Background: an optimization exercise with open tools, aiming at small area, a short achievable clock period and few clock cycles per item. Do not read the settings as production practice.
Function was checked by simulation only, so behaviour that the tests miss may differ from the original.

### design.v
package ipg_pkg;
   localparam logic [15:0] MAX_ITER_RESET = 16'd256;
endpackage
module iteration_palette_gradient_top (
   input  logic             clock,
   input  logic             reset,
   input  logic             req_valid,
   output logic             req_ready,
   input  logic [15:0]      req_iteration_count,
   output logic             rsp_valid,
   input  logic             rsp_ready,
   output logic [7:0]       rsp_red,
   output logic [7:0]       rsp_green,
   output logic [7:0]       rsp_blue,
   input  logic             csr_wr_en,
   input  logic [15:0]      csr_wr_data
);
   function automatic logic [59:0] pal_half(input logic [5:0] s2);
      logic [59:0] c;
      case (s2)
         6'd0: c = 60'h800448002281029;
         6'd1: c = 60'hc50ccc50aac40a1;
         6'd2: c = 60'h801218104980022;
         6'd3: c = 60'hd1a29c40c1c50aa;
         6'd4: c = 60'h8120a8004480022;
         6'd5: c = 60'hd0a02c50ccc50aa;
         6'd6: c = 60'h8120a8012181049;
         6'd7: c = 60'hd0a02d1a29c40c1;
         6'd8: c = 60'h8120a8012180044;
         6'd9: c = 60'hd0a02d1a29c50cc;
         6'd10: c = 60'h801218012180121;
         6'd11: c = 60'hd1a29d1a29d1a29;
         6'd12: c = 60'h800448012180121;
         6'd13: c = 60'hc50ccd1a29d1a29;
         6'd14: c = 60'h810498012180121;
         6'd15: c = 60'hc40c1d1a29d1a29;
         6'd16: c = 60'h800228004480121;
         6'd17: c = 60'hc50aac50ccd1a29;
         6'd18: c = 60'h800118104980044;
         6'd19: c = 60'hc5099c40c1c50cc;
         6'd20: c = 60'hc50998002280044;
         6'd21: c = 60'h80011c50aac50cc;
         6'd22: c = 60'hd1c4ac40c180121;
         6'd23: c = 60'h8024281049d1a29;
         6'd24: c = 60'hd1c4ad0a0280022;
         6'd25: c = 60'h802428120ac50aa;
         6'd26: c = 60'hd4aa0d4a9180011;
         6'd27: c = 60'h8022081219c5099;
         6'd28: c = 60'hd0a02d4a9100000;
         6'd29: c = 60'h8120a8121900000;
         6'd30: c = 60'hc40c1d0a02c5099;
         6'd31: c = 60'h810498120a80011;
         6'd32: c = 60'hc5099d1a29c50aa;
         6'd33: c = 60'h800118012180022;
         6'd34: c = 60'h00000c40c1d1a29;
         6'd35: c = 60'h000008104980121;
         6'd36: c = 60'h80011c50aad4aa0;
         6'd37: c = 60'hc50998002280220;
         6'd38: c = 60'hc4091c40a0d1c4a;
         6'd39: c = 60'h810198002080242;
         6'd40: c = 60'hc40a1c40a1d1c4a;
         6'd41: c = 60'h810298102980242;
         6'd42: c = 60'hc50aac40a1d4aa0;
         6'd43: c = 60'h800228102980220;
         6'd44: c = 60'hd1a29c40a0d0a02;
         6'd45: c = 60'h80121800208120a;
         default: c = 60'h0;
      endcase
      pal_half = c;
   endfunction
   function automatic logic [23:0] pal_halfk(input logic [5:0] s2);
      logic [23:0] c;
      case (s2)
         6'd0: c = 24'h190a08;
         6'd1: c = 24'h2d140f;
         6'd2: c = 24'h2d140f;
         6'd3: c = 24'h462319;
         6'd4: c = 24'h462319;
         6'd5: c = 24'h643723;
         6'd6: c = 24'h643723;
         6'd7: c = 24'h825032;
         6'd8: c = 24'h825032;
         6'd9: c = 24'ha06946;
         6'd10: c = 24'ha06946;
         6'd11: c = 24'hb9825f;
         6'd12: c = 24'hb9825f;
         6'd13: c = 24'hcd9b78;
         6'd14: c = 24'hcd9b78;
         6'd15: c = 24'hdcb491;
         6'd16: c = 24'hdcb491;
         6'd17: c = 24'he6c8aa;
         6'd18: c = 24'he6c8aa;
         6'd19: c = 24'hebd7be;
         6'd20: c = 24'hebd7be;
         6'd21: c = 24'he6e1d2;
         6'd22: c = 24'he6e1d2;
         6'd23: c = 24'hb4d2eb;
         6'd24: c = 24'hb4d2eb;
         6'd25: c = 24'h82b4f5;
         6'd26: c = 24'h82b4f5;
         6'd27: c = 24'h5a91fa;
         6'd28: c = 24'h5a91fa;
         6'd29: c = 24'h3c6efa;
         6'd30: c = 24'h3c6efa;
         6'd31: c = 24'h2d50f5;
         6'd32: c = 24'h2d50f5;
         6'd33: c = 24'h2837eb;
         6'd34: c = 24'h2837eb;
         6'd35: c = 24'h2828d2;
         6'd36: c = 24'h2828d2;
         6'd37: c = 24'h2d1eaa;
         6'd38: c = 24'h2d1eaa;
         6'd39: c = 24'h2a1678;
         6'd40: c = 24'h2a1678;
         6'd41: c = 24'h230f46;
         6'd42: c = 24'h230f46;
         6'd43: c = 24'h19081e;
         6'd44: c = 24'h19081e;
         6'd45: c = 24'h000000;
         default: c = 24'h0;
      endcase
      pal_halfk = c;
   endfunction
   function automatic logic [59:0] pal_booth3x(input logic [4:0] s);
      logic [59:0] c;
      case (s)
         5'd0: c = 60'h800448002281029;
         5'd1: c = 60'h801218104980022;
         5'd2: c = 60'h8120a8004480022;
         5'd3: c = 60'h8120a8012181049;
         5'd4: c = 60'h8120a8012180044;
         5'd5: c = 60'h801218012180121;
         5'd6: c = 60'h800448012180121;
         5'd7: c = 60'h810498012180121;
         5'd8: c = 60'h800228004480121;
         5'd9: c = 60'h800118104980044;
         5'd10: c = 60'hc50998002280044;
         5'd11: c = 60'hd1c4ac40c180121;
         5'd12: c = 60'hd1c4ad0a0280022;
         5'd13: c = 60'hd4aa0d4a9180011;
         5'd14: c = 60'hd0a02d4a9100000;
         5'd15: c = 60'hc40c1d0a02c5099;
         5'd16: c = 60'hc5099d1a29c50aa;
         5'd17: c = 60'h00000c40c1d1a29;
         5'd18: c = 60'h80011c50aad4aa0;
         5'd19: c = 60'hc4091c40a0d1c4a;
         5'd20: c = 60'hc40a1c40a1d1c4a;
         5'd21: c = 60'hc50aac40a1d4aa0;
         5'd22: c = 60'hd1a29c40a0d0a02;
         default: c = 60'h0;
      endcase
      pal_booth3x = c;
   endfunction
   function automatic logic [53:0] pal_booth3(input logic [4:0] s);
      logic [53:0] c;
      case (s)
         5'd0: c = 54'h00044000881029;
         5'd1: c = 54'h00121041240022;
         5'd2: c = 54'h0120a001100022;
         5'd3: c = 54'h0120a004841049;
         5'd4: c = 54'h0120a004840044;
         5'd5: c = 54'h00121004840121;
         5'd6: c = 54'h00044004840121;
         5'd7: c = 54'h01049004840121;
         5'd8: c = 54'h00022001100121;
         5'd9: c = 54'h00011041240044;
         5'd10: c = 54'h05099000880044;
         5'd11: c = 54'h11c4a103040121;
         5'd12: c = 54'h11c4a428080022;
         5'd13: c = 54'h14aa052a440011;
         5'd14: c = 54'h10a0252a440000;
         5'd15: c = 54'h040c1428085099;
         5'd16: c = 54'h05099468a450aa;
         5'd17: c = 54'h00000103051a29;
         5'd18: c = 54'h00011142a94aa0;
         5'd19: c = 54'h04091102811c4a;
         5'd20: c = 54'h040a1102851c4a;
         5'd21: c = 54'h050aa102854aa0;
         5'd22: c = 54'h11a29102810a02;
         default: c = 54'h0;
      endcase
      pal_booth3 = c;
   endfunction
   function automatic logic [35:0] pal_booth(input logic [4:0] s);
      logic [35:0] c;
      case (s)
         5'd0: c = 36'h04806e015;
         5'd1: c = 36'h0b104506e;
         5'd2: c = 36'h08604806e;
         5'd3: c = 36'h0860b1045;
         5'd4: c = 36'h0860b1048;
         5'd5: c = 36'h0b10b10b1;
         5'd6: c = 36'h0480b10b1;
         5'd7: c = 36'h0450b10b1;
         5'd8: c = 36'h06e0480b1;
         5'd9: c = 36'h009045048;
         5'd10: c = 36'h02d06e048;
         5'd11: c = 36'ha461410b1;
         5'd12: c = 36'ha4618e06e;
         5'd13: c = 36'hab0aa9009;
         5'd14: c = 36'h18eaa9000;
         5'd15: c = 36'h14118e02d;
         5'd16: c = 36'h02d195156;
         5'd17: c = 36'h000141195;
         5'd18: c = 36'h009156ab0;
         5'd19: c = 36'h029030a46;
         5'd20: c = 36'h031031a46;
         5'd21: c = 36'h156031ab0;
         5'd22: c = 36'h19503018e;
         default: c = 36'h0;
      endcase
      pal_booth = c;
   endfunction
   function automatic logic [23:0] pal_blend(input logic [5:0] ix);
      logic [23:0] c;
      case (ix)
         6'd0: c = 24'h190a08;
         6'd1: c = 24'h2d140f;
         6'd2: c = 24'h2d140f;
         6'd3: c = 24'h462319;
         6'd4: c = 24'h462319;
         6'd5: c = 24'h643723;
         6'd6: c = 24'h643723;
         6'd7: c = 24'h825032;
         6'd8: c = 24'h825032;
         6'd9: c = 24'ha06946;
         6'd10: c = 24'ha06946;
         6'd11: c = 24'hb9825f;
         6'd12: c = 24'hb9825f;
         6'd13: c = 24'hcd9b78;
         6'd14: c = 24'hcd9b78;
         6'd15: c = 24'hdcb491;
         6'd16: c = 24'hdcb491;
         6'd17: c = 24'he6c8aa;
         6'd18: c = 24'he6c8aa;
         6'd19: c = 24'hebd7be;
         6'd20: c = 24'hebd7be;
         6'd21: c = 24'he6e1d2;
         6'd22: c = 24'he6e1d2;
         6'd23: c = 24'hb4d2eb;
         6'd24: c = 24'hb4d2eb;
         6'd25: c = 24'h82b4f5;
         6'd26: c = 24'h82b4f5;
         6'd27: c = 24'h5a91fa;
         6'd28: c = 24'h5a91fa;
         6'd29: c = 24'h3c6efa;
         6'd30: c = 24'h3c6efa;
         6'd31: c = 24'h2d50f5;
         6'd32: c = 24'h2d50f5;
         6'd33: c = 24'h2837eb;
         6'd34: c = 24'h2837eb;
         6'd35: c = 24'h2828d2;
         6'd36: c = 24'h2828d2;
         6'd37: c = 24'h2d1eaa;
         6'd38: c = 24'h2d1eaa;
         6'd39: c = 24'h2a1678;
         6'd40: c = 24'h2a1678;
         6'd41: c = 24'h230f46;
         6'd42: c = 24'h230f46;
         6'd43: c = 24'h19081e;
         6'd44: c = 24'h19081e;
         6'd45: c = 24'h000000;
         default: c = 24'h0;
      endcase
      pal_blend = c;
   endfunction
   logic [15:0] lim;
   logic [16:0] dv;
   logic        en;
   logic        rdy;
   logic [14:0] vld;
   logic [15:0] c_in;
   logic        out_v, skid_v, skid_v_n;
   logic [23:0] out_c, skid_c;
   logic [21:0] n2_1;
   logic [0:0] int_2;
   logic [21:0] n2_p1;
   logic [0:0] int_p1;
   logic [17:0] t_3;
   logic [16:0] h_4;
   logic [4:0] lo_5;
   logic [0:0] q_6;
   logic [0:0] int_p2;
   logic [16:0] h_p2;
   logic [4:0] lo_p2;
   logic [0:0] q_p2;
   logic [17:0] t_7;
   logic [16:0] h_8;
   logic [3:0] lo_9;
   logic [1:0] q_10;
   logic [0:0] int_p3;
   logic [16:0] h_p3;
   logic [3:0] lo_p3;
   logic [1:0] q_p3;
   logic [17:0] t_11;
   logic [16:0] h_12;
   logic [2:0] lo_13;
   logic [2:0] q_14;
   logic [0:0] int_p4;
   logic [16:0] h_p4;
   logic [2:0] lo_p4;
   logic [2:0] q_p4;
   logic [17:0] t_15;
   logic [16:0] h_16;
   logic [1:0] lo_17;
   logic [3:0] q_18;
   logic [0:0] int_p5;
   logic [16:0] h_p5;
   logic [1:0] lo_p5;
   logic [3:0] q_p5;
   logic [17:0] t_19;
   logic [16:0] h_20;
   logic [0:0] lo_21;
   logic [4:0] q_22;
   logic [0:0] int_p6;
   logic [16:0] h_p6;
   logic [0:0] lo_p6;
   logic [4:0] q_p6;
   logic [17:0] t_23;
   logic [16:0] h_24;
   logic [5:0] q_25;
   logic [0:0] int_p7;
   logic [16:0] h_p7;
   logic [5:0] q_p7;
   logic [5:0] s2_26;
   logic [16:0] ut_27;
   logic [15:0] u_28;
   logic [59:0] bdr_29;
   logic [53:0] bd_30;
   logic [2:0] ng_31;
   logic [5:0] ix_32;
   logic [15:0] u_p8;
   logic [53:0] bd_p8;
   logic [2:0] ng_p8;
   logic [5:0] ix_p8;
   logic [2:0] sb_33;
   logic [19:0] hx_34;
   logic [19:0] v00_35;
   logic [19:0] v01_36;
   logic [19:0] v02_37;
   logic [22:0] e00_38;
   logic [22:0] e01_39;
   logic [22:0] e02_40;
   logic [22:0] e03_41;
   logic [22:0] dm0_42;
   logic [22:0] sa0_43;
   logic [22:0] ca0_44;
   logic [22:0] sb0_45;
   logic [22:0] cb0_46;
   logic [22:0] ps0_47;
   logic [22:0] pc0_48;
   logic [19:0] v10_49;
   logic [19:0] v11_50;
   logic [19:0] v12_51;
   logic [22:0] e10_52;
   logic [22:0] e11_53;
   logic [22:0] e12_54;
   logic [22:0] e13_55;
   logic [22:0] dm1_56;
   logic [22:0] sa1_57;
   logic [22:0] ca1_58;
   logic [22:0] sb1_59;
   logic [22:0] cb1_60;
   logic [22:0] ps1_61;
   logic [22:0] pc1_62;
   logic [19:0] v20_63;
   logic [19:0] v21_64;
   logic [19:0] v22_65;
   logic [22:0] e20_66;
   logic [22:0] e21_67;
   logic [22:0] e22_68;
   logic [22:0] e23_69;
   logic [22:0] dm2_70;
   logic [22:0] sa2_71;
   logic [22:0] ca2_72;
   logic [22:0] sb2_73;
   logic [22:0] cb2_74;
   logic [22:0] ps2_75;
   logic [22:0] pc2_76;
   logic [5:0] ix_p9;
   logic [2:0] sb_p9;
   logic [22:0] ps0_p9;
   logic [22:0] pc0_p9;
   logic [22:0] ps1_p9;
   logic [22:0] pc1_p9;
   logic [22:0] ps2_p9;
   logic [22:0] pc2_p9;
   logic [22:0] tt0_77;
   logic [16:0] ch0_78;
   logic [3:0] cl0_79;
   logic [1:0] cq0_80;
   logic [22:0] tt1_81;
   logic [16:0] ch1_82;
   logic [3:0] cl1_83;
   logic [1:0] cq1_84;
   logic [22:0] tt2_85;
   logic [16:0] ch2_86;
   logic [3:0] cl2_87;
   logic [1:0] cq2_88;
   logic [5:0] ix_p10;
   logic [16:0] ch0_p10;
   logic [3:0] cl0_p10;
   logic [1:0] cq0_p10;
   logic [16:0] ch1_p10;
   logic [3:0] cl1_p10;
   logic [1:0] cq1_p10;
   logic [16:0] ch2_p10;
   logic [3:0] cl2_p10;
   logic [1:0] cq2_p10;
   logic [17:0] t_89;
   logic [16:0] ch0_90;
   logic [2:0] cl0_91;
   logic [2:0] cq0_92;
   logic [17:0] t_93;
   logic [16:0] ch1_94;
   logic [2:0] cl1_95;
   logic [2:0] cq1_96;
   logic [17:0] t_97;
   logic [16:0] ch2_98;
   logic [2:0] cl2_99;
   logic [2:0] cq2_100;
   logic [5:0] ix_p11;
   logic [16:0] ch0_p11;
   logic [2:0] cl0_p11;
   logic [2:0] cq0_p11;
   logic [16:0] ch1_p11;
   logic [2:0] cl1_p11;
   logic [2:0] cq1_p11;
   logic [16:0] ch2_p11;
   logic [2:0] cl2_p11;
   logic [2:0] cq2_p11;
   logic [17:0] t_101;
   logic [16:0] ch0_102;
   logic [1:0] cl0_103;
   logic [3:0] cq0_104;
   logic [17:0] t_105;
   logic [16:0] ch1_106;
   logic [1:0] cl1_107;
   logic [3:0] cq1_108;
   logic [17:0] t_109;
   logic [16:0] ch2_110;
   logic [1:0] cl2_111;
   logic [3:0] cq2_112;
   logic [5:0] ix_p12;
   logic [16:0] ch0_p12;
   logic [1:0] cl0_p12;
   logic [3:0] cq0_p12;
   logic [16:0] ch1_p12;
   logic [1:0] cl1_p12;
   logic [3:0] cq1_p12;
   logic [16:0] ch2_p12;
   logic [1:0] cl2_p12;
   logic [3:0] cq2_p12;
   logic [17:0] t_113;
   logic [16:0] ch0_114;
   logic [0:0] cl0_115;
   logic [4:0] cq0_116;
   logic [17:0] t_117;
   logic [16:0] ch1_118;
   logic [0:0] cl1_119;
   logic [4:0] cq1_120;
   logic [17:0] t_121;
   logic [16:0] ch2_122;
   logic [0:0] cl2_123;
   logic [4:0] cq2_124;
   logic [5:0] ix_p13;
   logic [16:0] ch0_p13;
   logic [0:0] cl0_p13;
   logic [4:0] cq0_p13;
   logic [16:0] ch1_p13;
   logic [0:0] cl1_p13;
   logic [4:0] cq1_p13;
   logic [16:0] ch2_p13;
   logic [0:0] cl2_p13;
   logic [4:0] cq2_p13;
   logic [17:0] t_125;
   logic [5:0] cq0_126;
   logic [17:0] t_127;
   logic [5:0] cq1_128;
   logic [17:0] t_129;
   logic [5:0] cq2_130;
   logic [5:0] ix_p14;
   logic [5:0] cq0_p14;
   logic [5:0] cq1_p14;
   logic [5:0] cq2_p14;
   logic [23:0] kb_131;
   logic [23:0] col_132;
   always_ff @(posedge clock) begin
      if (reset) begin
         lim <= 16'd256;
         dv  <= 17'd256;
      end else if (csr_wr_en) begin
         lim <= csr_wr_data;
         dv  <= {1'b0, csr_wr_data[15:1], csr_wr_data[0] | (csr_wr_data == 16'd0)};
      end
   end
   assign en = !skid_v;
   always_ff @(posedge clock) begin
      if (reset) begin
         vld <= '0;
      end else if (en) begin
         vld <= {vld[13:0], req_valid};
      end
   end
   always_ff @(posedge clock) begin
      if (en) begin
         c_in <= req_iteration_count;
      end
   end
   assign n2_1 = {({5'd0, c_in} << 4) + ({5'd0, c_in} << 3) - {5'd0, c_in}, 1'b0};
   assign int_2 = (c_in >= lim);
   assign t_3 = {1'b0, n2_p1[21:5]} + ({1'b0, dv} ^ {18{1'b1}}) + {17'd0, 1'b1};
   assign h_4 = t_3[16:0];
   assign lo_5 = n2_p1[4:0];
   assign q_6 = !t_3[16];
   assign t_7 = {h_p2, lo_p2[4]} + ({1'b0, dv} ^ {18{q_p2[0]}}) + {17'd0, q_p2[0]};
   assign h_8 = t_7[16:0];
   assign lo_9 = lo_p2[3:0];
   assign q_10 = {q_p2, !t_7[16]};
   assign t_11 = {h_p3, lo_p3[3]} + ({1'b0, dv} ^ {18{q_p3[0]}}) + {17'd0, q_p3[0]};
   assign h_12 = t_11[16:0];
   assign lo_13 = lo_p3[2:0];
   assign q_14 = {q_p3, !t_11[16]};
   assign t_15 = {h_p4, lo_p4[2]} + ({1'b0, dv} ^ {18{q_p4[0]}}) + {17'd0, q_p4[0]};
   assign h_16 = t_15[16:0];
   assign lo_17 = lo_p4[1:0];
   assign q_18 = {q_p4, !t_15[16]};
   assign t_19 = {h_p5, lo_p5[1]} + ({1'b0, dv} ^ {18{q_p5[0]}}) + {17'd0, q_p5[0]};
   assign h_20 = t_19[16:0];
   assign lo_21 = lo_p5[0:0];
   assign q_22 = {q_p5, !t_19[16]};
   assign t_23 = {h_p6, lo_p6[0]} + ({1'b0, dv} ^ {18{q_p6[0]}}) + {17'd0, q_p6[0]};
   assign h_24 = t_23[16:0];
   assign q_25 = {q_p6, !t_23[16]};
   assign s2_26 = int_p7 ? 6'd46 : q_p7;
   assign ut_27 = dv + (h_p7 ^ {17{!h_p7[16]}}) + {16'd0, !h_p7[16]};
   assign u_28 = ut_27[15:0];
   assign bdr_29 = pal_half(s2_26);
   assign ng_31[0] = bdr_29[18];
   assign bd_30[0 +: 18] = bdr_29[0 +: 18];
   assign ng_31[1] = bdr_29[38];
   assign bd_30[18 +: 18] = bdr_29[20 +: 18];
   assign ng_31[2] = bdr_29[58];
   assign bd_30[36 +: 18] = bdr_29[40 +: 18];
   assign ix_32 = s2_26;
   assign sb_33 = ~ng_p8 | {3{u_p8 == 16'd0}};
   assign hx_34 = {4'd0, u_p8};
   assign v00_35 = (({20{bd_p8[0]}} & hx_34) | ({20{bd_p8[1]}} & {hx_34[18:0], 1'b0}) | ({20{bd_p8[2]}} & {hx_34[17:0], 2'b0})) ^ {20{bd_p8[3]}};
   assign v01_36 = (({20{bd_p8[4]}} & hx_34) | ({20{bd_p8[5]}} & {hx_34[18:0], 1'b0}) | ({20{bd_p8[6]}} & {hx_34[17:0], 2'b0})) ^ {20{bd_p8[7]}};
   assign v02_37 = (({20{bd_p8[8]}} & hx_34) | ({20{bd_p8[9]}} & {hx_34[18:0], 1'b0}) | ({20{bd_p8[10]}} & {hx_34[17:0], 2'b0})) ^ {20{bd_p8[11]}};
   assign e00_38 = {{3{v00_35[19]}}, v00_35};
   assign e01_39 = {{1{v01_36[19]}}, v01_36, 1'b0, sb_33[0]};
   assign e02_40 = {v02_37[18:0], 4'b0000};
   assign e03_41 = {17'd0, bd_p8[17:12]};
   assign dm0_42 = {1'b0, dv, 5'd0} ^ {23{sb_33[0]}};
   assign sa0_43 = e00_38 ^ e01_39 ^ e02_40;
   assign ca0_44 = {(e00_38[21:0] & e01_39[21:0]) | (e00_38[21:0] & e02_40[21:0]) | (e01_39[21:0] & e02_40[21:0]), 1'b0};
   assign sb0_45 = sa0_43 ^ ca0_44 ^ dm0_42;
   assign cb0_46 = {(sa0_43[21:0] & ca0_44[21:0]) | (sa0_43[21:0] & dm0_42[21:0]) | (ca0_44[21:0] & dm0_42[21:0]), 1'b0};
   assign ps0_47 = sb0_45 ^ cb0_46 ^ e03_41;
   assign pc0_48 = {(sb0_45[21:0] & cb0_46[21:0]) | (sb0_45[21:0] & e03_41[21:0]) | (cb0_46[21:0] & e03_41[21:0]), 1'b0};
   assign v10_49 = (({20{bd_p8[18]}} & hx_34) | ({20{bd_p8[19]}} & {hx_34[18:0], 1'b0}) | ({20{bd_p8[20]}} & {hx_34[17:0], 2'b0})) ^ {20{bd_p8[21]}};
   assign v11_50 = (({20{bd_p8[22]}} & hx_34) | ({20{bd_p8[23]}} & {hx_34[18:0], 1'b0}) | ({20{bd_p8[24]}} & {hx_34[17:0], 2'b0})) ^ {20{bd_p8[25]}};
   assign v12_51 = (({20{bd_p8[26]}} & hx_34) | ({20{bd_p8[27]}} & {hx_34[18:0], 1'b0}) | ({20{bd_p8[28]}} & {hx_34[17:0], 2'b0})) ^ {20{bd_p8[29]}};
   assign e10_52 = {{3{v10_49[19]}}, v10_49};
   assign e11_53 = {{1{v11_50[19]}}, v11_50, 1'b0, sb_33[1]};
   assign e12_54 = {v12_51[18:0], 4'b0000};
   assign e13_55 = {17'd0, bd_p8[35:30]};
   assign dm1_56 = {1'b0, dv, 5'd0} ^ {23{sb_33[1]}};
   assign sa1_57 = e10_52 ^ e11_53 ^ e12_54;
   assign ca1_58 = {(e10_52[21:0] & e11_53[21:0]) | (e10_52[21:0] & e12_54[21:0]) | (e11_53[21:0] & e12_54[21:0]), 1'b0};
   assign sb1_59 = sa1_57 ^ ca1_58 ^ dm1_56;
   assign cb1_60 = {(sa1_57[21:0] & ca1_58[21:0]) | (sa1_57[21:0] & dm1_56[21:0]) | (ca1_58[21:0] & dm1_56[21:0]), 1'b0};
   assign ps1_61 = sb1_59 ^ cb1_60 ^ e13_55;
   assign pc1_62 = {(sb1_59[21:0] & cb1_60[21:0]) | (sb1_59[21:0] & e13_55[21:0]) | (cb1_60[21:0] & e13_55[21:0]), 1'b0};
   assign v20_63 = (({20{bd_p8[36]}} & hx_34) | ({20{bd_p8[37]}} & {hx_34[18:0], 1'b0}) | ({20{bd_p8[38]}} & {hx_34[17:0], 2'b0})) ^ {20{bd_p8[39]}};
   assign v21_64 = (({20{bd_p8[40]}} & hx_34) | ({20{bd_p8[41]}} & {hx_34[18:0], 1'b0}) | ({20{bd_p8[42]}} & {hx_34[17:0], 2'b0})) ^ {20{bd_p8[43]}};
   assign v22_65 = (({20{bd_p8[44]}} & hx_34) | ({20{bd_p8[45]}} & {hx_34[18:0], 1'b0}) | ({20{bd_p8[46]}} & {hx_34[17:0], 2'b0})) ^ {20{bd_p8[47]}};
   assign e20_66 = {{3{v20_63[19]}}, v20_63};
   assign e21_67 = {{1{v21_64[19]}}, v21_64, 1'b0, sb_33[2]};
   assign e22_68 = {v22_65[18:0], 4'b0000};
   assign e23_69 = {17'd0, bd_p8[53:48]};
   assign dm2_70 = {1'b0, dv, 5'd0} ^ {23{sb_33[2]}};
   assign sa2_71 = e20_66 ^ e21_67 ^ e22_68;
   assign ca2_72 = {(e20_66[21:0] & e21_67[21:0]) | (e20_66[21:0] & e22_68[21:0]) | (e21_67[21:0] & e22_68[21:0]), 1'b0};
   assign sb2_73 = sa2_71 ^ ca2_72 ^ dm2_70;
   assign cb2_74 = {(sa2_71[21:0] & ca2_72[21:0]) | (sa2_71[21:0] & dm2_70[21:0]) | (ca2_72[21:0] & dm2_70[21:0]), 1'b0};
   assign ps2_75 = sb2_73 ^ cb2_74 ^ e23_69;
   assign pc2_76 = {(sb2_73[21:0] & cb2_74[21:0]) | (sb2_73[21:0] & e23_69[21:0]) | (cb2_74[21:0] & e23_69[21:0]), 1'b0};
   assign tt0_77 = ps0_p9 + pc0_p9;
   assign ch0_78 = tt0_77[21:5];
   assign cl0_79 = tt0_77[4:1];
   assign cq0_80 = {sb_p9[0], !tt0_77[22]};
   assign tt1_81 = ps1_p9 + pc1_p9;
   assign ch1_82 = tt1_81[21:5];
   assign cl1_83 = tt1_81[4:1];
   assign cq1_84 = {sb_p9[1], !tt1_81[22]};
   assign tt2_85 = ps2_p9 + pc2_p9;
   assign ch2_86 = tt2_85[21:5];
   assign cl2_87 = tt2_85[4:1];
   assign cq2_88 = {sb_p9[2], !tt2_85[22]};
   assign t_89 = {ch0_p10, cl0_p10[3]} + ({1'b0, dv} ^ {18{cq0_p10[0]}}) + {17'd0, cq0_p10[0]};
   assign ch0_90 = t_89[16:0];
   assign cl0_91 = cl0_p10[2:0];
   assign cq0_92 = {cq0_p10, !t_89[16]};
   assign t_93 = {ch1_p10, cl1_p10[3]} + ({1'b0, dv} ^ {18{cq1_p10[0]}}) + {17'd0, cq1_p10[0]};
   assign ch1_94 = t_93[16:0];
   assign cl1_95 = cl1_p10[2:0];
   assign cq1_96 = {cq1_p10, !t_93[16]};
   assign t_97 = {ch2_p10, cl2_p10[3]} + ({1'b0, dv} ^ {18{cq2_p10[0]}}) + {17'd0, cq2_p10[0]};
   assign ch2_98 = t_97[16:0];
   assign cl2_99 = cl2_p10[2:0];
   assign cq2_100 = {cq2_p10, !t_97[16]};
   assign t_101 = {ch0_p11, cl0_p11[2]} + ({1'b0, dv} ^ {18{cq0_p11[0]}}) + {17'd0, cq0_p11[0]};
   assign ch0_102 = t_101[16:0];
   assign cl0_103 = cl0_p11[1:0];
   assign cq0_104 = {cq0_p11, !t_101[16]};
   assign t_105 = {ch1_p11, cl1_p11[2]} + ({1'b0, dv} ^ {18{cq1_p11[0]}}) + {17'd0, cq1_p11[0]};
   assign ch1_106 = t_105[16:0];
   assign cl1_107 = cl1_p11[1:0];
   assign cq1_108 = {cq1_p11, !t_105[16]};
   assign t_109 = {ch2_p11, cl2_p11[2]} + ({1'b0, dv} ^ {18{cq2_p11[0]}}) + {17'd0, cq2_p11[0]};
   assign ch2_110 = t_109[16:0];
   assign cl2_111 = cl2_p11[1:0];
   assign cq2_112 = {cq2_p11, !t_109[16]};
   assign t_113 = {ch0_p12, cl0_p12[1]} + ({1'b0, dv} ^ {18{cq0_p12[0]}}) + {17'd0, cq0_p12[0]};
   assign ch0_114 = t_113[16:0];
   assign cl0_115 = cl0_p12[0:0];
   assign cq0_116 = {cq0_p12, !t_113[16]};
   assign t_117 = {ch1_p12, cl1_p12[1]} + ({1'b0, dv} ^ {18{cq1_p12[0]}}) + {17'd0, cq1_p12[0]};
   assign ch1_118 = t_117[16:0];
   assign cl1_119 = cl1_p12[0:0];
   assign cq1_120 = {cq1_p12, !t_117[16]};
   assign t_121 = {ch2_p12, cl2_p12[1]} + ({1'b0, dv} ^ {18{cq2_p12[0]}}) + {17'd0, cq2_p12[0]};
   assign ch2_122 = t_121[16:0];
   assign cl2_123 = cl2_p12[0:0];
   assign cq2_124 = {cq2_p12, !t_121[16]};
   assign t_125 = {ch0_p13, cl0_p13[0]} + ({1'b0, dv} ^ {18{cq0_p13[0]}}) + {17'd0, cq0_p13[0]};
   assign cq0_126 = {cq0_p13, !t_125[16]};
   assign t_127 = {ch1_p13, cl1_p13[0]} + ({1'b0, dv} ^ {18{cq1_p13[0]}}) + {17'd0, cq1_p13[0]};
   assign cq1_128 = {cq1_p13, !t_127[16]};
   assign t_129 = {ch2_p13, cl2_p13[0]} + ({1'b0, dv} ^ {18{cq2_p13[0]}}) + {17'd0, cq2_p13[0]};
   assign cq2_130 = {cq2_p13, !t_129[16]};
   assign kb_131 = pal_halfk(ix_p14);
   assign col_132[0+:8] = kb_131[0+:8] + {{3{!cq0_p14[5]}}, cq0_p14[4:0]};
   assign col_132[8+:8] = kb_131[8+:8] + {{3{!cq1_p14[5]}}, cq1_p14[4:0]};
   assign col_132[16+:8] = kb_131[16+:8] + {{3{!cq2_p14[5]}}, cq2_p14[4:0]};
   always_ff @(posedge clock) begin
      if (en) begin
         n2_p1 <= n2_1;
         int_p1 <= int_2;
      end
   end
   always_ff @(posedge clock) begin
      if (en) begin
         int_p2 <= int_p1;
         h_p2 <= h_4;
         lo_p2 <= lo_5;
         q_p2 <= q_6;
      end
   end
   always_ff @(posedge clock) begin
      if (en) begin
         int_p3 <= int_p2;
         h_p3 <= h_8;
         lo_p3 <= lo_9;
         q_p3 <= q_10;
      end
   end
   always_ff @(posedge clock) begin
      if (en) begin
         int_p4 <= int_p3;
         h_p4 <= h_12;
         lo_p4 <= lo_13;
         q_p4 <= q_14;
      end
   end
   always_ff @(posedge clock) begin
      if (en) begin
         int_p5 <= int_p4;
         h_p5 <= h_16;
         lo_p5 <= lo_17;
         q_p5 <= q_18;
      end
   end
   always_ff @(posedge clock) begin
      if (en) begin
         int_p6 <= int_p5;
         h_p6 <= h_20;
         lo_p6 <= lo_21;
         q_p6 <= q_22;
      end
   end
   always_ff @(posedge clock) begin
      if (en) begin
         int_p7 <= int_p6;
         h_p7 <= h_24;
         q_p7 <= q_25;
      end
   end
   always_ff @(posedge clock) begin
      if (en) begin
         u_p8 <= u_28;
         bd_p8 <= bd_30;
         ng_p8 <= ng_31;
         ix_p8 <= ix_32;
      end
   end
   always_ff @(posedge clock) begin
      if (en) begin
         ix_p9 <= ix_p8;
         sb_p9 <= sb_33;
         ps0_p9 <= ps0_47;
         pc0_p9 <= pc0_48;
         ps1_p9 <= ps1_61;
         pc1_p9 <= pc1_62;
         ps2_p9 <= ps2_75;
         pc2_p9 <= pc2_76;
      end
   end
   always_ff @(posedge clock) begin
      if (en) begin
         ix_p10 <= ix_p9;
         ch0_p10 <= ch0_78;
         cl0_p10 <= cl0_79;
         cq0_p10 <= cq0_80;
         ch1_p10 <= ch1_82;
         cl1_p10 <= cl1_83;
         cq1_p10 <= cq1_84;
         ch2_p10 <= ch2_86;
         cl2_p10 <= cl2_87;
         cq2_p10 <= cq2_88;
      end
   end
   always_ff @(posedge clock) begin
      if (en) begin
         ix_p11 <= ix_p10;
         ch0_p11 <= ch0_90;
         cl0_p11 <= cl0_91;
         cq0_p11 <= cq0_92;
         ch1_p11 <= ch1_94;
         cl1_p11 <= cl1_95;
         cq1_p11 <= cq1_96;
         ch2_p11 <= ch2_98;
         cl2_p11 <= cl2_99;
         cq2_p11 <= cq2_100;
      end
   end
   always_ff @(posedge clock) begin
      if (en) begin
         ix_p12 <= ix_p11;
         ch0_p12 <= ch0_102;
         cl0_p12 <= cl0_103;
         cq0_p12 <= cq0_104;
         ch1_p12 <= ch1_106;
         cl1_p12 <= cl1_107;
         cq1_p12 <= cq1_108;
         ch2_p12 <= ch2_110;
         cl2_p12 <= cl2_111;
         cq2_p12 <= cq2_112;
      end
   end
   always_ff @(posedge clock) begin
      if (en) begin
         ix_p13 <= ix_p12;
         ch0_p13 <= ch0_114;
         cl0_p13 <= cl0_115;
         cq0_p13 <= cq0_116;
         ch1_p13 <= ch1_118;
         cl1_p13 <= cl1_119;
         cq1_p13 <= cq1_120;
         ch2_p13 <= ch2_122;
         cl2_p13 <= cl2_123;
         cq2_p13 <= cq2_124;
      end
   end
   always_ff @(posedge clock) begin
      if (en) begin
         ix_p14 <= ix_p13;
         cq0_p14 <= cq0_126;
         cq1_p14 <= cq1_128;
         cq2_p14 <= cq2_130;
      end
   end
   always_comb begin
      if (skid_v) begin
         skid_v_n = !rsp_ready;
      end else if (out_v && !rsp_ready) begin
         skid_v_n = vld[14];
      end else begin
         skid_v_n = 1'b0;
      end
   end
   always_ff @(posedge clock) begin
      if (reset) begin
         out_v  <= 1'b0;
         skid_v <= 1'b0;
         rdy    <= 1'b1;
      end else begin
         skid_v <= skid_v_n;
         rdy    <= !skid_v_n;
         if (skid_v) begin
            if (rsp_ready) begin
               out_v <= 1'b1;
            end
         end else if (!(out_v && !rsp_ready)) begin
            out_v <= vld[14];
         end
      end
   end
   always_ff @(posedge clock) begin
      if (skid_v) begin
         if (rsp_ready) begin
            out_c <= skid_c;
         end
      end else if (out_v && !rsp_ready) begin
         skid_c <= col_132;
      end else begin
         out_c <= col_132;
      end
   end
   assign req_ready = rdy;
   assign rsp_valid = out_v;
   assign rsp_red   = out_c[7:0];
   assign rsp_green = out_c[15:8];
   assign rsp_blue  = out_c[23:16];
endmodule
### flow/run.sh
#!/bin/bash
set -euo pipefail
MARGIN=$(cat flow/margin.txt)
bash standard.sh synth > synth.log 2>&1
bash standard.sh SETUP_SLACK_MARGIN=$MARGIN finish > layout.log 2>&1
### flow/margin.txt
6.5
### standard.sh
#!/bin/bash
# synth_recipe.tcl (not shown) runs the flow's synth.tcl, then flattens the netlist and writes it again
# the make line also repeats each setting of config.mk as NAME=value (left out here)
make -C /OpenROAD-flow-scripts/flow DESIGN_CONFIG=/design/flow/config.mk WORK_HOME=/design/flow/orfs CLKGATE_MAP_FILE= SYNTH_SCRIPT=/design/flow/synth_recipe.tcl "${@:-finish}"
### config.mk
export PLATFORM = sky130hd
export DESIGN_NAME = iteration_palette_gradient_top
export DESIGN_NICKNAME = iteration_palette_gradient_top
export VERILOG_FILES = /design/flow/design.v
export SDC_FILE = /design/flow/constraint.sdc
export NUM_CORES = 4
export LEC_CHECK = 0
export CAP_MARGIN = 20
export CORE_MARGIN = 2
export CORE_UTILIZATION = 40
export SETUP_SLACK_MARGIN = 5
export SLEW_MARGIN = 20
### constraint.sdc
create_clock -name core_clock -period 9.5 [get_ports {clock}]
set_input_delay 1.9000 -clock core_clock [delete_from_list [all_inputs] [get_ports {clock}]]
set_output_delay 1.9000 -clock core_clock [all_outputs]
set_load 0.01 [all_outputs]
==> results of run 1 <==
==> cell families after synthesis <==
family	Yosys count
compound gates	1200
simple gates	978
xor+xnor	799
flops	792
fa+ha+maj	653
buf+inv	598
mux	89
==> layer usage <==
layer | share of wire | vias up
li1 | - | 18982
met1 | 0.44 | 19056
met2 | 0.47 | 1229
met3 | 0.057 | 262
met4 | 0.034 | 0
met5 | 0 | -
==> layout by cell type, fill, tap and decap left out, types with 24 or more instances in the layout <==
cell and count:
inv_1 326, a22oi_1 35, ha_1 493, nand3_1 43
fa_1 147, a222oi_1 112, a21o_1 130, o21bai_1 41
o21a_1 45, nand2_1 258, nand2b_1 40, edfxtp_1 733
nor3_1 75, buf_12 28, clkdlybuf4s50_1 35, buf_4 215
a211oi_1 35, mux2i_1 54, a21oi_1 297, nand4_1 47
o21ai_0 202, a31oi_1 30, nor2_1 306, xnor2_1 470
nor2b_1 58, dfxtp_1 40, o211ai_1 43, xor2_1 321
buf_2 24, clkbuf_16 103
==> sequential cells by signal, summed over array words and instances (netlist names), 24 cells and up <==
register	flops
out_c	24
skid_c	24
kb_131	24
bd_p8	35
==> worst paths after layout <==
check                      startpoint               endpoint  slack [ns]  depth (start not counted)
setup reg to reg  lim[2]$_SDFFE_PP0P_  ch2_p11[14]$_DFFE_PN_        6.47                         11
hold / removal    ix_p11[3]$_DFFE_PN_    ix_p12[3]$_DFFE_PN_        0.35                          0
setup / recovery  out_c[21]$_DFFE_PP_            rsp_blue[5]        6.37                          1
hold reg to reg   ix_p11[3]$_DFFE_PN_    ix_p12[3]$_DFFE_PN_        0.35                          0
==> worst register-to-register path: cells and delay by family (launching register included) <==
| kind | cells | cell delay [ns] |
|---|---|---|
| DFF | 1 | 0.36 |
| xor gates and xnor gates | 2 | 0.31 |
| adders and majority gates | 1 | 0.36 |
| and+or+nand+nor | 2 | 0.35 |
| buffers and inverters | 2 | 0.28 |
| AOI/OAI and AO/OA | 4 | 1.13 |
==> what timing repair did <==
action | 4_1_cts | 5_1_grt
pin swaps | 9 | 92
buffers inserted | 70 | 141
gates cloned | 3 | 8
gates resized for setup | 186 | 174
endpoints found under the setup margin | 468 | 290
==> cell type report <==
cell class | instances | area [um^2]
Timing Repair Buffer | 338 | 3230
Clock inverter | 47 | 606
Clock buffer | 122 | 2520
Inverter | 346 | 1350
Multi-Input combinational cell | 3719 | 30800
Tap cell | 1794 | 2240
Sequential cell | 792 | 23200
Fill cell | 12486 | 73700
==> through the flow <==
stage,cell area (um^2),utilization,hold WS (ns),instances
after CTS,61900,0.450,0.336,7009
after global routing,64000,0.465,0.351,7158
after floorplan,55600,-,0.400,5109
final,64000,0.465,0.348,7158
after detailed placement,57900,0.420,0.405,6767
after global placement,57900,0.420,0.401,6767
==> metrics.csv, run 1 <==
metric,value,unit
status,finished clean,
htree_levels,3,
antenna_found_initial,0,
cts_sinks,792,
hold_violations,0,
cp.required,7.60,ns
syn_inst,5109,
postCtsHoldBufs,0,
rows,136,
syn_to_final_growth,15.2,%
top_usage_layer,met2,
synth_xor_area_frac,0.126,
dp_slack,5.78,ns
vias_per_cell,5.52,
crit_type,reg -> out,
first_iter_violations,3861,
synth_edf_count,733,
vias,39529,
yosysTopAreaCell,edfxtp_1,
drive_gt1_frac,0.120,
portBuffers,62,
synth_compound_area_frac,0.147,
slowest_delay,0.37,ns
synthAdderAreaFrac,0.168,
fin_crit_sh,0.329,
grt_usage,0.183,
tns,0,ns
syn_nets,5799,
path_max_fanout,1,
cts_buffers,94,
arrival,1.23,ns
grt_pass1_wl,208000,um
hp-class,reg -> reg,
start_util,0.403,
gr-usage-met1,0.245,
dpl.hpwl,89200,um
cts_root_buffer,clkbuf_16,
dieWidth,377,um
finClkSkew,0.0820,ns
yosysWarnings,1,
antennaDiodeCount,0,
setup_viol,0,
setup.worst_path.start_class,register,
path_cells,buf_2,
end_kind,output port,
synth_top_family_by_area,adder cells,
gr-usage-met3,0.0262,
clk_pin_slew,0.06,ns
synthMuxAreaShare,0.0165,
clock_path_buffers,3,
ys_types,85,
grt_max_degree,166,
dieHeight,377,um
finalMaxSlewViolations,0,
synth_area_leaders,"edfxtp_1 (40%), ha_1 (11%), xnor2_1 (7.5%), fa_1 (5.5%), xor2_1 (5.1%)",
slowest_stage,edfxtp_1,
async_flop_share,0,
die_area,0.142,mm^2
synth_ff_type,edfxtp_1,
syn-cell-area,0.0555,mm^2
cts_tree,done,
synth_simple_gate_area_frac,0.0834,
slew_headroom,0.333,
crit_buf_inv,1,
clk_latency,0.73,ns
grt_pass1_vias,38180,
syn_avg_cell_area,10.9,um^2
drtAntennaViolNets,0,
core_area,0.138,mm^2
route.detailed.drc,0,
io_pins,63,
rsz0062_at_grt,true,
fin_crit,3.13,ns
use_met2,0.302,
layout_setup_ws,6.37,ns
yosysMostFrequentCell,edfxtp_1,
maxCapViolations,0,
grt_overflow,0,
synth_seq_cells,792,
gp_congestion,0.858,
synth_top_area_frac,0.397,
nets,5981,
routed_wl,137000,um
yosysSeqAreaShare,0.418,
fmax,320,MHz
wl_per_cell,19.1,um
first_pass_iters,13,
crit_family,flip-flops,
tightest_slew,0.999,ns
synthTopCellsByCount,"edfxtp_1 (733), ha_1 (501), xnor2_1 (474), inv_1 (333), xor2_1 (325)",
Testbench counts, summed over its fixed seeds: cycles 4,928, items 4,800.
==> run 2: changes to the inputs <==
==> flow/margin.txt (replaced) <==
7.0
==> run 2 against run 1 <==
Net effect: critical path depth is the same; die area did not move; global-route usage is 2.8 points higher; core utilization increased by 6.8 points; maximum frequency fell by 0.83%; via count grew 8.2%; register-to-register slack got worse by 0.08 ns; cell count increased by 6.9%; critical endpoint is now rsp_blue[2].
==> metrics.csv, run 2 <==
metric,value,unit,change
status,finished clean,,
hp-class,reg -> reg,,
cp.required,7.60,ns,about the same
regArea,0.0232,mm^2,about the same
synth_edf_count,733,,unchanged
cts_sinks,792,,unchanged
synthAdderAreaFrac,0.168,,unchanged
antenna_found_initial,4,,+4
grt_usage,0.211,,+0.0278
syn_nets,5799,,unchanged
tightest_slew,0.925,ns,-0.0742 ns
yosysTopAreaCell,edfxtp_1,,
core_area,0.138,mm^2,unchanged
finalMaxSlewViolations,0,,unchanged
arrival,1.26,ns,+0.03 ns
first_iter_violations,4670,,+21%
dieWidth,377,um,unchanged
drive_gt1_frac,0.291,,+0.171
ys_types,85,,unchanged
setup_viol,0,,unchanged
syn_avg_cell_area,10.9,um^2,unchanged
cts_buffers,93,,-1.1%
vias,42783,,+8.2%
path_max_fanout,1,,unchanged
hold_violations,0,,unchanged
wl_per_cell,20.7,um,+8.6%
setup.worst_path.start_class,register,,
portBuffers,62,,unchanged
clock_path_buffers,3,,unchanged
cts_tree,done,,
clk_latency,0.72,ns,about the same
slowest_delay,0.39,ns,+0.02 ns
async_flop_share,0,,unchanged
antennaDiodeCount,0,,unchanged
fill_cells,11339,,-9.2%
synth_xor_area_frac,0.126,,unchanged
dpl.hpwl,88600,um,-0.74%
grt_pass1_wl,235000,um,+13%
synth_top_area_frac,0.397,,unchanged
tns,0,ns,unchanged
final_cell_mix,"edfxtp_1 (733), buf_4 (442), xnor2_1 (409), ha_1 (380), xor2_1 (308)",,
synthTopCellsByCount,"edfxtp_1 (733), ha_1 (501), xnor2_1 (474), inv_1 (333), xor2_1 (325)",,
yosysWarnings,1,,unchanged
htree_levels,3,,unchanged
vias_per_cell,5.59,,+1.3%
grt_max_degree,180,,+8.4%
start_util,0.403,,unchanged
fin_crit_sh,0.332,,+0.00275
crit_type,reg -> out,,
nets,6475,,+8.3%
slew_headroom,0.383,,+0.0505
dieHeight,377,um,unchanged
rsz0062_at_grt,true,,
cts_root_buffer,clkbuf_16,,
clk_pin_slew,0.06,ns,about the same
mostFrequentLayoutCell,edfxtp_1,,
drtAntennaViolNets,0,,unchanged
largest_reg_flops,35,,unchanged
maxCapViolations,0,,unchanged
top_register,bd_p8,,
synth_ff_type,edfxtp_1,,
gp_congestion,0.851,,-0.82%
fmax,317,MHz,-0.83%
rows,136,,unchanged
synth_top_family_by_area,adder cells,,
synth_compound_area_frac,0.147,,unchanged
die_area,0.142,mm^2,unchanged
io_pins,63,,unchanged
synth_seq_cells,792,,unchanged
syn_to_final_growth,32.0,%,
crit_buf_inv,1,,unchanged
slowest_stage,edfxtp_1,,
syn-cell-area,0.0555,mm^2,unchanged
syn_inst,5109,,unchanged
grt_pass1_vias,41235,,+8.0%
fin_crit,3.16,ns,+0.0262 ns
multi_input_area,0.0345,mm^2,+12%
synth_simple_gate_area_frac,0.0834,,unchanged
first_pass_iters,14,,+1
routed_wl,159000,um,+16%
synth_area_leaders,"edfxtp_1 (40%), ha_1 (11%), xnor2_1 (7.5%), fa_1 (5.5%), xor2_1 (5.1%)",,
crit_family,flip-flops,,
path_cells,buf_2,,
route.detailed.drc,0,,unchanged
yosysSeqAreaShare,0.418,,unchanged
yosysMostFrequentCell,edfxtp_1,,
finClkSkew,0.0539,ns,-0.0281 ns
end_kind,output port,,
fin_util,0.532,,+0.0676
grt_overflow,0,,unchanged
synthMuxAreaShare,0.0165,,unchanged
[run 2: cell counts after synthesis]
Identical to the previous run, type by type.
[run 2: kinds of logic after synthesis]
kind of cell	Yosys count
AO/OA/AOI/OAI	1200
flip-flops	792
adder cells (fa/ha/maj)	653
XOR/XNOR	799
AND/OR/NAND/NOR	978
buffers and inverters	598
multiplexers	89
[run 2: cell type report]
cell class                      count  area share
Inverter                          346      0.0198
Timing Repair Buffer              825       0.120
Clock buffer                      121      0.0349
Tap cell                         1794      0.0306
Multi-Input combinational cell   3721       0.471
Sequential cell                   792       0.317
Clock inverter                     46     0.00611
Timing Repair inverter              6     0.00111
[run 2: worst paths after layout]
kind / start / to / slack [ns] / cells after the start
worst min register to register: ix_p9[2]$_DFFE_PN_ / ix_p10[2]$_DFFE_PN_ / 0.38 / 0
worst max-delay path: out_c[18]$_DFFE_PP_ / rsp_blue[2] / 6.34 / 1
worst min-delay path: ix_p9[2]$_DFFE_PN_ / ix_p10[2]$_DFFE_PN_ / 0.38 / 0
worst max register to register: u_p8[4]$_DFFE_PN_ / ps0_p9[10]$_DFFE_PN_ / 6.39 / 14
[run 2: through the flow]
stage | setup slack (ns) | hold WS [ns] | std cells | area [um^2]
2_1_floorplan | 6.46 | 0.400 | 5109 | 55600
3_3_place_gp | 5.78 | 0.401 | 6762 | 57800
3_5_place_dp | 5.77 | 0.405 | 6762 | 57900
4_1_cts | 6.30 | 0.375 | 7467 | 69200
5_1_grt | 6.31 | 0.382 | 7651 | 73300
6_report | 6.34 | 0.378 | 7651 | 73300
[run 2: timing repair]
action,4_1_cts,5_1_grt
pin swaps,490,462
hold buffers,0,0
cloned,31,6
hold endpoints to repair,0,0
setup buffers,507,178
gates resized for setup,956,518
endpoints found under the setup margin,698,528
[run 2: per-layer routing]
layer | track usage | wire [um]
met2 | 0.350 | 74700
met4 | 0.0957 | 7970
met5 | 0 | 22
met3 | 0.0321 | 10300
met1 | 0.272 | 65700
==> run 3: changes to the inputs <==
==> flow/margin.txt (replaced) <==
6.35
==> run 3 against run 2 <==
Net effect: register-to-register slack improved by 0.05 ns; via count is 9.9% lower; global-route usage fell by 2.9 points; core utilization shrank 8.1 points; first-iteration DRC count down 16%; critical endpoint is now rsp_blue[0]; largest cell class unchanged.
==> metrics.csv, run 3 <==
metric,value,unit,change
die_area,0.142,mm^2,unchanged
yosysTopAreaCell,edfxtp_1,,
fmax,317,MHz,+0.13%
vias_per_cell,5.48,,-1.9%
core_area,0.138,mm^2,unchanged
fin_util,0.451,,-0.0811
routed_wl,131000,um,-18%
tightest_slew,0.970,ns,+0.0447 ns
ys_types,85,,unchanged
final_cell_mix,"edfxtp_1 (733), ha_1 (497), xnor2_1 (472), inv_1 (330), xor2_1 (325)",,
grt_max_degree,164,,-8.9%
cts_sinks,792,,unchanged
crit_path_start,out_c[16]$_DFFE_PP_,,
yosysMostFrequentCell,edfxtp_1,,
cts_root_buffer,clkbuf_16,,
cts_buffers,93,,unchanged
dieHeight,377,um,unchanged
vias,38534,,-9.9%
rows,136,,unchanged
synth_seq_cells,792,,unchanged
cts_tree,done,,
finClkSkew,0.0870,ns,+0.0331 ns
hold_start,ix_p9[1]$_DFFE_PN_,,
tns,0,ns,unchanged
r2r_start,lim[12]$_SDFFE_PP0P_,,
grt_pass1_vias,37580,,-8.9%
syn_nets,5799,,unchanged
end_kind,output port,,
setup_viol,0,,unchanged
slowest_stage,edfxtp_1,,
grt_overflow,0,,unchanged
clk_pin_slew,0.06,ns,about the same
grt_usage,0.182,,-0.0292
syn-cell-area,0.0555,mm^2,unchanged
dpl.hpwl,87900,um,-0.75%
top_register,bd_p8,,
syn_avg_cell_area,10.9,um^2,unchanged
antenna_found_initial,1,,-3
postCtsHoldBufs,0,,unchanged
maxCapViolations,0,,unchanged
synth_top_area_frac,0.397,,unchanged
slew_headroom,0.351,,-0.0319
syn_to_final_growth,11.9,%,
largest_reg_flops,35,,unchanged
route.detailed.drc,0,,unchanged
path_max_fanout,1,,unchanged
wl_per_cell,18.6,um,-10%
fin_crit_sh,0.332,,-0.000447
synth_edf_count,733,,unchanged
fill_cells,12717,,+12%
start_util,0.403,,unchanged
synthTopCellsByCount,"edfxtp_1 (733), ha_1 (501), xnor2_1 (474), inv_1 (333), xor2_1 (325)",,
yosysWarnings,1,,unchanged
yosysSeqAreaShare,0.418,,unchanged
io_pins,63,,unchanged
arrival,1.25,ns,about the same
crit_type,reg -> out,,
htree_levels,3,,unchanged
mostFrequentLayoutCell,edfxtp_1,,
synth_ff_type,edfxtp_1,,
rsz0062_at_grt,true,,
crit_buf_inv,1,,unchanged
path_cells,buf_2,,
async_flop_share,0,,unchanged
fin_crit,3.15,ns,-0.00425 ns
syn_inst,5109,,unchanged
clk_latency,0.74,ns,+0.02 ns
gp_congestion,0.849,,-0.16%
portBuffers,62,,unchanged
first_iter_violations,3939,,-16%
setup.worst_path.start_class,register,,
clock_path_buffers,3,,unchanged
drive_gt1_frac,0.0847,,-0.206
cp.required,7.60,ns,about the same
synth_area_leaders,"edfxtp_1 (40%), ha_1 (11%), xnor2_1 (7.5%), fa_1 (5.5%), xor2_1 (5.1%)",,
nets,5847,,-9.7%
multi_input_area,0.0302,mm^2,-12%
drtAntennaViolNets,0,,unchanged
hold_slack,0.343,ns,-0.0354 ns
status,finished clean,,
crit_family,flip-flops,,
finalMaxSlewViolations,0,,unchanged
hp-class,reg -> reg,,
regArea,0.0232,mm^2,-0.11%
hold_violations,0,,unchanged
grt_pass1_wl,206000,um,-12%
first_pass_iters,17,,+3
slowest_delay,0.37,ns,-0.02 ns
dieWidth,377,um,unchanged
run 3: cell types whose count changed in the layout (fill, tap and decap cells not counted), sizes merged, moves of 2 or more:
| cell | before | now |
|---|---|---|
| bufinv | 5 | 9 |
| clkinv | 46 | 36 |
| clkinvlp | 13 | 7 |
| inv | 334 | 345 |
| clkbuf | 123 | 121 |
| bufbuf | 5 | 1 |
| buf | 782 | 168 |
run 3: what timing repair did:
| action | in CTS | in global routing |
|---|---|---|
| setup buffers | 46 | 45 |
| pin swaps | 1 | 5 |
| resized for setup | 154 | 47 |
| hold endpoints to repair | 0 | 0 |
| gates cloned | 1 | 1 |
| endpoints found under the setup margin | 486 | 364 |
run 3: final timing paths:
| kind | slack, ns | endpoint | depth (start not counted) |
|---|---|---|---|
| worst min register to register | 0.34 | ix_p10[1]$_DFFE_PN_ | 0 |
| worst min-delay path | 0.34 | ix_p10[1]$_DFFE_PN_ | 0 |
| worst max register to register | 6.44 | cq1_p14[0]$_DFFE_PN_ | 9 |
| worst max-delay path | 6.35 | rsp_blue[0] | 1 |
run 3: cells by family (layout without fill, tap and decap cells):
family          Yosys count  after routing  share of synthesized area
fa+ha+maj               653            653                      0.168
xor+xnor                799            799                      0.126
mux                      89             89                     0.0165
compound gates         1200           1200                      0.147
flops                   792            792                      0.418
buf+inv                 598            722                     0.0411
other cells               0              1                          0
simple gates            978            978                     0.0835
run 3: layout make-up:
| class | instances | area share |
|---|---|---|
| Antenna cell | 1 | 0.0000403 |
| Clock buffer | 120 | 0.0409 |
| Tap cell | 1794 | 0.0361 |
| Sequential cell | 792 | 0.374 |
| Timing Repair Buffer | 205 | 0.0300 |
| Clock inverter | 51 | 0.0105 |
| Inverter | 346 | 0.0214 |
| Multi-Input combinational cell | 3719 | 0.487 |
run 3: through the flow:
stage | setup slack, ns | cells | area [um^2]
floorplan | 6.39 | 5109 | 55500
global placement | 5.67 | 6763 | 57800
detailed placement | 5.68 | 6763 | 57800
CTS | 6.21 | 6981 | 61500
global route | 6.29 | 7027 | 62100
finish | 6.35 | 7028 | 62100
run 3: per-layer routing:
layer	routed length (um)	GRT usage
met5	0	0
met4	4720	0.0629
met3	7450	0.0300
met2	59500	0.295
met1	59000	0.246
==> run 4: changes to the inputs <==
==> flow/margin.txt (replaced) <==
6.5
--- a/config.mk
+++ b/config.mk
@@ -8,5 +8,6 @@
 export CAP_MARGIN = 20
 export CORE_MARGIN = 2
 export CORE_UTILIZATION = 40
+export PLACE_DENSITY = 0.7
 export SETUP_SLACK_MARGIN = 5
 export SLEW_MARGIN = 20
==> run 4 against run 3 <==
Net effect: critical path depth up 10; critical path type is now reg -> reg; sequential share of layout area fell by 0.80 points; register-to-register slack got worse by 0.06 ns; via count up 2.8%; global-route usage decreased by 0.54 points; cell count rose by 1.4%; setup slack improved by 0.032 ns; non-clock buffer count up 103; die area is the same; still clean; first-iteration DRC count grew 1.8%.
==> metrics.csv, run 4 <==
metric,value,unit,change
crit_buf_inv,3,,+2
hp-class,reg -> reg,,
dieWidth,377,um,unchanged
die_area,0.142,mm^2,unchanged
synth_ff_type,edfxtp_1,,
largest_reg_flops,35,,unchanged
cts_buffers,89,,-4.3%
cts_sinks,792,,unchanged
clk_latency,0.71,ns,-0.03 ns
core_area,0.138,mm^2,unchanged
slowest_stage,fa_1,,
portBuffers,62,,unchanged
drive_gt1_frac,0.114,,+0.0291
yosysSeqAreaShare,0.418,,unchanged
synthTopCellsByCount,"edfxtp_1 (733), ha_1 (501), xnor2_1 (474), inv_1 (333), xor2_1 (325)",,
synth_edf_count,733,,unchanged
grt_pass1_wl,202000,um,-2.1%
clk_pin_slew,0.06,ns,about the same
path_cells,inv_2 -> buf_12 -> fa_1 -> inv_1 -> ha_4 -> a21o_1 -> a21o_1 -> or4_4 -> a31o_4 -> a21oi_2 -> xnor2_1,,
fin_util,0.461,,+0.0102
status,finished clean,,
crit_type,reg -> reg,,
syn_nets,5799,,unchanged
r2r_start,c_in[4]$_DFFE_PN_,,
syn-cell-area,0.0555,mm^2,unchanged
reg2regPathDepth,11,,+2
drtAntennaViolNets,0,,unchanged
finClkSkew,0.0580,ns,-0.0290 ns
rows,136,,unchanged
finalMaxSlewViolations,0,,unchanged
maxCapViolations,0,,unchanged
first_iter_violations,4010,,+1.8%
rsz0062_at_grt,true,,
wl_per_cell,18.4,um,-1.1%
slew_headroom,0.311,,-0.0408
top_register,bd_p8,,
hold_start,ix_p12[5]$_DFFE_PN_,,
crit_family,compound AO/OA/AOI/OAI gates,,
postCtsHoldBufs,0,,unchanged
ys_types,85,,unchanged
antenna_found_initial,4,,+3
first_pass_iters,17,,unchanged
grt_overflow,0,,unchanged
cts_tree,done,,
grt_usage,0.177,,-0.00543
grt_pass1_vias,37897,,+0.84%
synth_seq_cells,792,,unchanged
r2r_setup_slack,6.38,ns,-0.06 ns
nets,5946,,+1.7%
fin_crit_sh,0.328,,-0.00342
vias,39602,,+2.8%
htree_levels,3,,unchanged
yosysTopAreaCell,edfxtp_1,,
io_pins,63,,unchanged
yosysMostFrequentCell,edfxtp_1,,
min_to,ix_p13[5]$_DFFE_PN_,,
dieHeight,377,um,unchanged
vias_per_cell,5.56,,+1.4%
synth_area_leaders,"edfxtp_1 (40%), ha_1 (11%), xnor2_1 (7.5%), fa_1 (5.5%), xor2_1 (5.1%)",,
syn_inst,5109,,unchanged
yosysWarnings,1,,unchanged
syn_avg_cell_area,10.9,um^2,unchanged
arrival,3.56,ns,+2.31 ns
slowest_delay,0.52,ns,+0.15 ns
antennaDiodeCount,0,,-1
hold_path_depth,0,,unchanged
timing.rr.end,n2_p1[15]$_DFFE_PN_,,
tightest_slew,1.03,ns,+0.0643 ns
grt_max_degree,183,,+12%
fmax,321,MHz,+1.0%
setup.worst_path.start_class,register,,
gp_congestion,0.866,,+2.0%
clock_path_buffers,3,,unchanged
synth_top_area_frac,0.397,,unchanged
dpl.hpwl,86100,um,-2.1%
cpMostUsedCell,a21o_1,,
cp.required,9.94,ns,+2.34 ns
syn_to_final_growth,14.4,%,
fill_cells,12273,,-3.5%
routed_wl,131000,um,+0.27%
tns,0,ns,unchanged
path_max_fanout,5,,+4
fin_crit,3.12,ns,-0.0325 ns
end_kind,register,,
hold_violations,0,,unchanged
start_util,0.403,,unchanged
setup_viol,0,,unchanged
mostFrequentLayoutCell,edfxtp_1,,
cts_root_buffer,clkbuf_16,,
final_cell_mix,"edfxtp_1 (733), ha_1 (489), xnor2_1 (467), inv_1 (327), xor2_1 (324)",,
route.detailed.drc,0,,unchanged
async_flop_share,0,,unchanged
[run 4: repair_timing]
action	CTS	global route
pin swaps	9	47
endpoints found under the hold margin	0	0
buffers inserted	87	106
endpoints found under the setup margin	502	438
gates resized for setup	195	115
gates cloned	2	3
[run 4: final cells by class]
type,instances,area [um^2],share of cell area
repair buffers,308,2840,0.0447
well taps,1794,2240,0.0353
clock inverters,64,887,0.0140
multi-input cells,3719,30700,0.483
clock buffers,100,2280,0.0359
flip-flops and latches,792,23200,0.366
inverters,346,1360,0.0214
[run 4: cell families (layout without fill, tap and decap cells)]
group           after synthesis  in the layout  synth area share
simple gates                978            978            0.0835
fa+ha+maj                   653            653             0.168
buf+inv                     598            818            0.0411
xor+xnor                    799            799             0.126
flops                       792            792             0.418
compound gates             1200           1200             0.147
mux                          89             89            0.0165
[run 4: worst max-delay path by stage]
stage	start	to	slack (ns)	cells after the start
2_1_floorplan	skid_v$_SDFF_PP0_	out_c[21]$_DFFE_PP_	6.46	5
5_1_grt	c_in[4]$_DFFE_PN_	n2_p1[15]$_DFFE_PN_	6.30	11
6_report	c_in[4]$_DFFE_PN_	n2_p1[15]$_DFFE_PN_	6.38	11
3_5_place_dp	csr_wr_en	dv[0]$_SDFFE_PP0P_	5.72	4
3_3_place_gp	csr_wr_en	dv[0]$_SDFFE_PP0P_	5.77	4
4_1_cts	out_c[9]$_DFFE_PP_	rsp_green[1]	6.32	1
[run 4: metrics by stage]
step	std cells	hold slack, ns	worst slack, ns	instance area [um^2]
4_1_cts	7014	0.416	6.32	62000
3_3_place_gp	6761	0.402	5.77	57800
2_1_floorplan	5109	0.400	6.46	55600
3_5_place_dp	6761	0.405	5.72	57800
5_1_grt	7123	0.423	6.30	63500
6_report	7123	0.416	6.38	63500
[run 4: metal layers]
| metal | GRT usage | vias up | wire length, um |
|---|---|---|---|
| met5 | 0 | - | 13 |
| met4 | 0.0651 | 2 | 4590 |
| met3 | 0.0263 | 279 | 7970 |
| met2 | 0.298 | 1343 | 61900 |
| met1 | 0.229 | 19094 | 56600 |
| li1 | - | 18884 | - |

-- re-timing with driven ports --
No port has a modelled driver above. Below, the same layouts with a new extraction and two added sets of constraints. Step 1 assumes that a clkbuf_16 drives the clock port and a buf_2 every other input. Step 2 adds t to the input delays and takes it off the output delays; t is the mean of the earliest and latest rising clock arrival at the registers after step 1. Input paths then give back, and output paths get back, about the clock's delay inside the block. Three values: ideal ports, drivers, drivers and shift; two values: the first two.
| run | t, ns | setup WS [ns] | hold WS [ns] | worst setup path after step 2 | worst register clock-pin slew, ns |
|---|---|---|---|---|---|
| run 1 | 0.762 | 6.370 / 6.298 / 6.028 | 0.348 / 0.348 / 0.348 | input to register | 0.07 / 0.07 |
| run 2 | 0.768 | 6.344 / 6.272 / 6.267 | 0.378 / 0.378 / 0.378 | input to register | 0.06 / 0.06 |
| run 3 | 0.763 | 6.348 / 6.276 / 5.797 | 0.343 / 0.343 / 0.343 | input to register | 0.06 / 0.06 |
| run 4 | 0.748 | 6.381 / 6.310 / 5.980 | 0.416 / 0.416 / 0.416 | input to register | 0.06 / 0.06 |
After both steps setup and hold are still met in every run listed. For run 3, which loses most, drivers alone change the setup slack by -0.072 ns; drivers and shift together by -0.551 ns.
